This is an optimization exercise on Yosys and OpenROAD, whose aim is small area, not a production implementation.
Function was checked by simulation only, so behaviour that the tests miss may differ from the original.
Power figures rest on the tool's default switching activity, not on a simulated workload.

File: design/flow/config.mk
export PLATFORM = sky130hd
export DESIGN_NAME = ddr_stat_top
export DESIGN_NICKNAME = ddr_stat_top
export VERILOG_FILES = /design/flow/design.v
export SDC_FILE = /design/flow/constraint.sdc
export NUM_CORES = 4
export LEC_CHECK = 0
export CAP_MARGIN = 20
export CORE_MARGIN = 2
export CORE_UTILIZATION = 40
export SLEW_MARGIN = 20
File: design/flow/constraint.sdc
create_clock -name core_clock -period 4.0 [get_ports {clk}]
set_input_delay 0.8000 -clock core_clock [delete_from_list [all_inputs] [get_ports {clk}]]
set_output_delay 0.8000 -clock core_clock [all_outputs]
set_load 0.01 [all_outputs]
File: design/flow/design.v
`timescale 1ns/100ps
package stat_bus_pkg;
   typedef struct packed {
      logic                    wr;
      logic                    rd;
      logic [8-1:0] addr;
      logic [32-1:0] wdata;
   } stat_req_t;
   typedef struct packed {
      logic                    ack;
      logic [8-1:0]  intr;
      logic [32-1:0] rdata;
   } stat_ack_t;
   localparam int STAT_REQ_W = 2 + 8 + 32;
   localparam int STAT_ACK_W = 1 + 8 + 32;
endpackage
`timescale 1ns/100ps
package stat_reg_pkg;
   typedef logic [8-1:0] reg_addr_t;
   localparam reg_addr_t REG_ID         = 'h00;
   localparam reg_addr_t REG_SCRATCH    = 'h04;
   localparam reg_addr_t REG_READY      = 'h08;
   localparam reg_addr_t REG_WR_COUNT   = 'h0C;
   localparam reg_addr_t REG_INT_STATUS = 'h10;
   localparam reg_addr_t REG_INT_SET    = 'h14;
   typedef logic [8-1:0]  int_bits_t;
   typedef logic [3-1:0] ready_bits_t;
endpackage
`timescale 1ns/100ps
module stat_pipe #(
   parameter int WIDTH  = 8,
   parameter int STAGES = 4
) (
   input  logic             clk,
   input  logic             pipe_rst_n,
   input  logic [WIDTH-1:0] in_bus,
   output logic [WIDTH-1:0] out_bus
);
   generate
      if (STAGES == 0)
      begin : g_bypass
         assign out_bus = in_bus;
      end
      else
      begin : g_chain
         logic [WIDTH-1:0] stage_q [STAGES];
         always_ff @(posedge clk)
         begin
            if (!pipe_rst_n)
            begin
               for (int i = 0; i < STAGES; i++)
                  stage_q[i] <= '0;
            end
            else
            begin
               stage_q[0] <= in_bus;
               for (int i = 1; i < STAGES; i++)
                  stage_q[i] <= stage_q[i-1];
            end
         end
         assign out_bus = stage_q[STAGES-1];
      end
   endgenerate
endmodule
`timescale 1ns/100ps
module stat_host_port (
   input  logic                         clk,
   input  logic                         pipe_rst_n,
   input  logic                         sh_ddr_stat_wr,
   input  logic                         sh_ddr_stat_rd,
   input  logic [8-1:0]      sh_ddr_stat_addr,
   input  logic [32-1:0]      sh_ddr_stat_wdata,
   output logic                         req_wr,
   output logic                         req_rd,
   output logic [8-1:0]      req_addr,
   output logic [32-1:0]      req_wdata,
   input  stat_bus_pkg::stat_ack_t      rsp,
   output logic                         ddr_sh_stat_ack,
   output logic [32-1:0]      ddr_sh_stat_rdata,
   output logic [8-1:0]       ddr_sh_stat_int
);
   always_ff @(posedge clk)
   begin
      if (!pipe_rst_n)
      begin
         req_wr    <= 1'b0;
         req_rd    <= 1'b0;
         req_addr  <= '0;
         req_wdata <= '0;
      end
      else
      begin
         req_wr    <= sh_ddr_stat_wr;
         req_rd    <= sh_ddr_stat_rd & ~sh_ddr_stat_wr;
         req_addr  <= sh_ddr_stat_addr;
         req_wdata <= sh_ddr_stat_wr ? sh_ddr_stat_wdata : '0;
      end
   end
   always_ff @(posedge clk)
   begin
      if (!pipe_rst_n)
      begin
         ddr_sh_stat_ack   <= 1'b0;
         ddr_sh_stat_rdata <= '0;
         ddr_sh_stat_int   <= '0;
      end
      else
      begin
         ddr_sh_stat_ack   <= rsp.ack;
         ddr_sh_stat_rdata <= rsp.ack ? rsp.rdata : '0;
         ddr_sh_stat_int   <= rsp.intr;
      end
   end
endmodule
`timescale 1ns/100ps
module ddr_stat_regs (
   input  logic                             clk,
   input  logic                             pipe_rst_n,
   input  logic                             req_wr,
   input  logic                             req_rd,
   input  logic [8-1:0]          req_addr,
   input  logic [32-1:0]          req_wdata,
   input  stat_reg_pkg::ready_bits_t        sh_cl_ddr_is_ready,
   output stat_bus_pkg::stat_ack_t          rsp
);
   logic [32-1:0] scratch_q;
   logic [32-1:0] wr_count_q;
   stat_reg_pkg::int_bits_t int_status_q;
   stat_reg_pkg::int_bits_t int_set;
   stat_reg_pkg::int_bits_t int_clr;
   logic                    ack_q;
   logic [32-1:0] rdata_q;
   logic [32-1:0] rd_mux;
   assign int_set = (req_wr && req_addr == stat_reg_pkg::REG_INT_SET) ?
                    req_wdata[8-1:0] : '0;
   assign int_clr = (req_wr && req_addr == stat_reg_pkg::REG_INT_STATUS) ?
                    req_wdata[8-1:0] : '0;
   always_ff @(posedge clk)
   begin
      if (!pipe_rst_n)
      begin
         scratch_q    <= '0;
         wr_count_q   <= '0;
         int_status_q <= '0;
      end
      else
      begin
         if (req_wr && req_addr == stat_reg_pkg::REG_SCRATCH)
            scratch_q <= req_wdata;
         if (req_wr && req_addr == stat_reg_pkg::REG_WR_COUNT)
            wr_count_q <= req_wdata;
         else if (req_wr)
            wr_count_q <= wr_count_q + 1;
         int_status_q <= (int_status_q & ~int_clr) | int_set;
      end
   end
   always_comb
   begin
      case (req_addr)
         stat_reg_pkg::REG_ID:         rd_mux = 32'h5d1a_0a01;
         stat_reg_pkg::REG_SCRATCH:    rd_mux = scratch_q;
         stat_reg_pkg::REG_READY:
            rd_mux = {{(32-3){1'b0}}, sh_cl_ddr_is_ready};
         stat_reg_pkg::REG_WR_COUNT:   rd_mux = wr_count_q;
         stat_reg_pkg::REG_INT_STATUS:
            rd_mux = {{(32-8){1'b0}}, int_status_q};
         stat_reg_pkg::REG_INT_SET:    rd_mux = '0;
         default:                      rd_mux = 32'hdead_da7a;
      endcase
   end
   always_ff @(posedge clk)
   begin
      if (!pipe_rst_n)
      begin
         ack_q   <= 1'b0;
         rdata_q <= '0;
      end
      else
      begin
         ack_q   <= req_wr | req_rd;
         rdata_q <= (req_rd && !req_wr) ? rd_mux : '0;
      end
   end
   assign rsp.ack   = ack_q;
   assign rsp.rdata = rdata_q;
   assign rsp.intr  = int_status_q;
endmodule
`timescale 1ns/100ps
module ddr_stat_top (
   input  logic                        clk,
   input  logic                        pipe_rst_n,
   input  logic                        sh_ddr_stat_wr,
   input  logic                        sh_ddr_stat_rd,
   input  logic [8-1:0]     sh_ddr_stat_addr,
   input  logic [32-1:0]     sh_ddr_stat_wdata,
   input  stat_reg_pkg::ready_bits_t   sh_cl_ddr_is_ready,
   output logic                        ddr_sh_stat_ack,
   output logic [32-1:0]     ddr_sh_stat_rdata,
   output stat_reg_pkg::int_bits_t     ddr_sh_stat_int
);
   logic                    req_host_wr;
   logic                    req_host_rd;
   logic [8-1:0] req_host_addr;
   logic [32-1:0] req_host_wdata;
   logic                    req_regs_wr;
   logic                    req_regs_rd;
   logic [8-1:0] req_regs_addr;
   logic [32-1:0] req_regs_wdata;
   stat_bus_pkg::stat_req_t req_pipe_in;
   stat_bus_pkg::stat_req_t req_pipe_out;
   stat_bus_pkg::stat_ack_t ack_pipe_in;
   stat_bus_pkg::stat_ack_t ack_pipe_out;
   stat_host_port u_host_port (
      .clk               (clk),
      .pipe_rst_n        (pipe_rst_n),
      .sh_ddr_stat_wr    (sh_ddr_stat_wr),
      .sh_ddr_stat_rd    (sh_ddr_stat_rd),
      .sh_ddr_stat_addr  (sh_ddr_stat_addr),
      .sh_ddr_stat_wdata (sh_ddr_stat_wdata),
      .req_wr            (req_host_wr),
      .req_rd            (req_host_rd),
      .req_addr          (req_host_addr),
      .req_wdata         (req_host_wdata),
      .rsp               (ack_pipe_out),
      .ddr_sh_stat_ack   (ddr_sh_stat_ack),
      .ddr_sh_stat_rdata (ddr_sh_stat_rdata),
      .ddr_sh_stat_int   (ddr_sh_stat_int)
   );
   assign req_pipe_in.wr    = req_host_wr;
   assign req_pipe_in.rd    = req_host_rd;
   assign req_pipe_in.addr  = req_host_addr;
   assign req_pipe_in.wdata = req_host_wdata;
   stat_pipe #(
      .WIDTH  (stat_bus_pkg::STAT_REQ_W),
      .STAGES (8)
   ) u_req_pipe (
      .clk        (clk),
      .pipe_rst_n (pipe_rst_n),
      .in_bus     (req_pipe_in),
      .out_bus    (req_pipe_out)
   );
   assign req_regs_wr    = req_pipe_out.wr;
   assign req_regs_rd    = req_pipe_out.rd;
   assign req_regs_addr  = req_pipe_out.addr;
   assign req_regs_wdata = req_pipe_out.wdata;
   stat_pipe #(
      .WIDTH  (stat_bus_pkg::STAT_ACK_W),
      .STAGES (8)
   ) u_ack_pipe (
      .clk        (clk),
      .pipe_rst_n (pipe_rst_n),
      .in_bus     (ack_pipe_in),
      .out_bus    (ack_pipe_out)
   );
   ddr_stat_regs u_regs (
      .clk                (clk),
      .pipe_rst_n         (pipe_rst_n),
      .req_wr             (req_regs_wr),
      .req_rd             (req_regs_rd),
      .req_addr           (req_regs_addr),
      .req_wdata          (req_regs_wdata),
      .sh_cl_ddr_is_ready (sh_cl_ddr_is_ready),
      .rsp                (ack_pipe_in)
   );
endmodule
File: design/flow/run.sh
#!/bin/bash
# synth_recipe.tcl (not shown) runs the flow's synth.tcl, then flattens the netlist and writes it again
# the make line also repeats each setting of config.mk as NAME=value (left out here)
make -C /OpenROAD-flow-scripts/flow DESIGN_CONFIG=/design/flow/config.mk WORK_HOME=/design/flow/orfs CLKGATE_MAP_FILE= SYNTH_SCRIPT=/design/flow/synth_recipe.tcl finish
==> impl_metrics.yaml <==
timing:
  timing.fmax_mhz: 365
  finalClockSkew_ns: 0.0140
  fin_crit_ns: 2.74
  rsz0062_at_grt: "no"
  maxSlewHeadroom: 0.466
  setup-tns-final_ns: 0
  holdWs_ns: 0.416
  finalSetupViolCount: 0
  hold_violations: 0
  worst_slew_pin_slew_ns: 0.796
  fin_crit_sh: 0.685
  maxSlewViolCount: 0
global_routing:
  grt_pass1_wl_um: 63600
  use_met3: 0.0331
  antenna_found_initial: 0
  gr-usage-met1: 0.155
  grt_pass1_vias: 13000
  grt.busiest_layer: "met2"
  track_usage: 0.121
  grt_max_degree: 221
  grt_overflow: 0
  use_met2: 0.194
min_path:
  hold_start: "u_ack_pipe.g_chain.stage_q[1][15]"
  holdPathStages: 1
  holdPathEnd: "u_ack_pipe.g_chain.stage_q[2][15]"
  hold_path_class: "reg2reg"
yosys:
  synthTopCellsByArea: "dfxtp_1, and2_1, nand2_1"
  ys_ff_latch: 852
  synth_top_area_frac: 0.684
  netlist_instances: 2231
  syn-cell-area_um2: 24900
  synth_nets: 2279
  yosysWarnings: 6
  synth_edf_count: 0
  yosysTopAreaCell: "dfxtp_1"
  yosysUniqueCellTypes: 52
  synthArstFlopShare: 0
  ys_seq_area_frac: 0.684
  postSynthAreaPerCell_um2: 11.2
  synth_flop_cell: "dfxtp_1"
clock_tree:
  clk_path_buf_depth: 3
  cts.htree.levels: 3
  clk_pin_slew_ns: 0.06
  cts_root_buf: "clkbuf_16"
  insertion_delay_ns: 0.61
  ctsResizeCount: 0
  cts_tree: "yes"
  cts_hold_buf: 0
  postCtsSetupBuffers: 0
  clock_sinks: 852
  numCtsBuffers: 82
floorplanning:
  rows: 91
  core-area_um2: 61700
  die_w_um: 254
  die_h_um: 254
  start_util: 0.404
  die-area_um2: 64300
  boundaryPins: 88
critical_path:
  timing.rr.start: "u_req_pipe.g_chain.stage_q[7][34]"
  crit_start: "u_req_pipe.g_chain.stage_q[7][34]"
  crit-reg2reg-capture: "u_regs.scratch_q[16]"
  worstPathRequired_ns: 4.53
  cp.arrival_ns: 3.27
  critPathKind: "reg2reg"
  reg2reg_slack_ns: 1.26
  crit_fanout: 27
  start_kind: "register"
  ff2ff_path_depth: 7
  end_kind: "register"
place:
  hpwl_um: 21700
  place_inst: 3029
  io_buffers: 87
  gp_congestion: 0.786
power:
  p_total_mw: 16.4
  ir_worst_vdd_mv: 0.365
  pwr_density_cell_nw_per_um2: 561
  p_leak_nw: 11.6
layout:
  nets: 2324
  fin_util: 0.473
  layout.cells.non_filler: 3176
  drive_above_1_share: 0.0671
  diodes: 0
  syn_to_final_growth_pct: 17.1
  fillers: 5663
routing:
  post_drt_wl_per_cell_um: 11.9
  detail_route.iter0.violations: 723
  detail-route-antenna-nets: 0
  drt_wl_total_um: 37900
  firstDrtPassIters: 6
  vias_per_cell: 4.34
  vias: 13800
  drc: 0
flow_run:
  maxCapViolations: 0
status:
  outcome: "finished clean"
-- cells in the mapped netlist, types with 7 or more instances --
cell and count:
a21oi_1 83, a221oi_1 18, a22oi_1 8, a31oi_1 15, and2_1 685, and3_1 76, buf_2 17, clkbuf_1 118
dfxtp_1 852, inv_1 10, nand2_1 145, nand3_1 27, nand4_1 13, nor2_1 39, nor3_1 12, nor4_1 7
o21ai_0 25, or3_1 10
-- where the power goes --
group	switching, mW	internal [mW]	total, mW
clock	3.05	4.58	7.63
combinational	0.114	0.0838	0.198
sequential	0.0199	8.54	8.56
-- layer usage --
metal	routed length (µm)	vias to the layer above
met5	0	-
met4	1130	0
li1	-	7226
met1	18100	6216
met3	1860	81
met2	16800	257
-- placed cells by master (no fill, tap or decap), drive strengths merged, types with 16 or more instances in the layout --
master / count
clkdlybuf4s50: 86
and3: 76
nand2: 145
clkbuf: 121
o21ai: 25
a221oi: 18
buf: 16
nor2: 39
and2: 685
nand3: 27
a21oi: 83
dfxtp: 852
-- flip-flops by register name, indices dropped and copies added, names as in the netlist --
register	flops
u_req_pipe.g_chain.stage_q	336
u_ack_pipe.g_chain.stage_q	328
u_host_port.ddr_sh_stat_rdata	32
u_host_port.req_wdata	32
u_regs.rdata_q	32
u_regs.scratch_q	32
u_regs.wr_count_q	32
u_host_port.ddr_sh_stat_int	8
u_host_port.req_addr	8
u_regs.int_status_q	8
u_host_port.ddr_sh_stat_ack	1
u_host_port.req_rd	1
u_host_port.req_wr	1
u_regs.ack_q	1
-- final cells by class --
cell class	instances	area, µm²	area share
sequential	852	17100	0.584
multi-input combinational	1228	7270	0.249
clock buffer	121	2410	0.0826
tap	837	1050	0.0359
timing repair buffer	102	1030	0.0351
clock inverter	26	345	0.0118
inverter	10	37.5	0.00129
-- worst max-delay path by stage --
stage,cells past startpoint,slack (ns),endpoint
after floorplan,6,1.95,u_regs.wr_count_q[31]
after global placement,6,1.02,u_regs.wr_count_q[25]
after detailed placement,6,1.04,u_regs.wr_count_q[25]
after CTS,6,1.02,u_regs.wr_count_q[25]
after global routing,7,1.00,u_regs.wr_count_q[17]
final,7,1.26,u_regs.scratch_q[16]
-- metrics by stage --
step                setup slack [ns]  instance area, µm²
finish                          1.26               29200
global route                    1.00               29200
CTS                             1.02               29200
detailed placement              1.04               26400
global placement                1.02               26400
floorplan                       1.95               24900
-- cells by family after synthesis --
kind of cell               after synthesis  synth area share
and+or+nand+nor                       1040             0.244
adders and majority gates                1          0.000502
AOI/OAI and AO/OA                      180            0.0443
buffers and inverters                  151            0.0242
muxes                                    7           0.00301
DFF                                    852             0.684
-- critical path, cell delays in order, from the launching register on --
cell and delay (ns):
dfxtp_1 0.82, nand2b_1 0.25, nor4_4 0.19, buf_4 0.37, and2_1 0.40, buf_4 0.36, nand2_1 0.11, a21oi_1 0.12

[afterwards: timing with drivers on the ports]
Ports are ideal in the flow. The routed layout listed here was re-timed in OpenROAD.
Step 1, drivers: a clkbuf_16 drives clk and a buf_2 each remaining input, both assumed.
Step 2 times the ports against the registers' clock, not the clock port: input delays grow and output delays shrink by t, the midpoint of the rising clock arrivals with the driver on.
a / b / c = no drivers / after step 1 / after step 2; a / b = the first two.
t, ns: 0.663
setup slack, ns: 1.261 / 1.261 / 1.261
worst setup path after step 2: register to register
latest minus earliest clock arrival (ns): 0.016 / 0.016
After both steps this run still meets setup and hold. For this run, drivers alone change the setup slack by 0.000 ns; drivers and shift together by 0.000 ns.
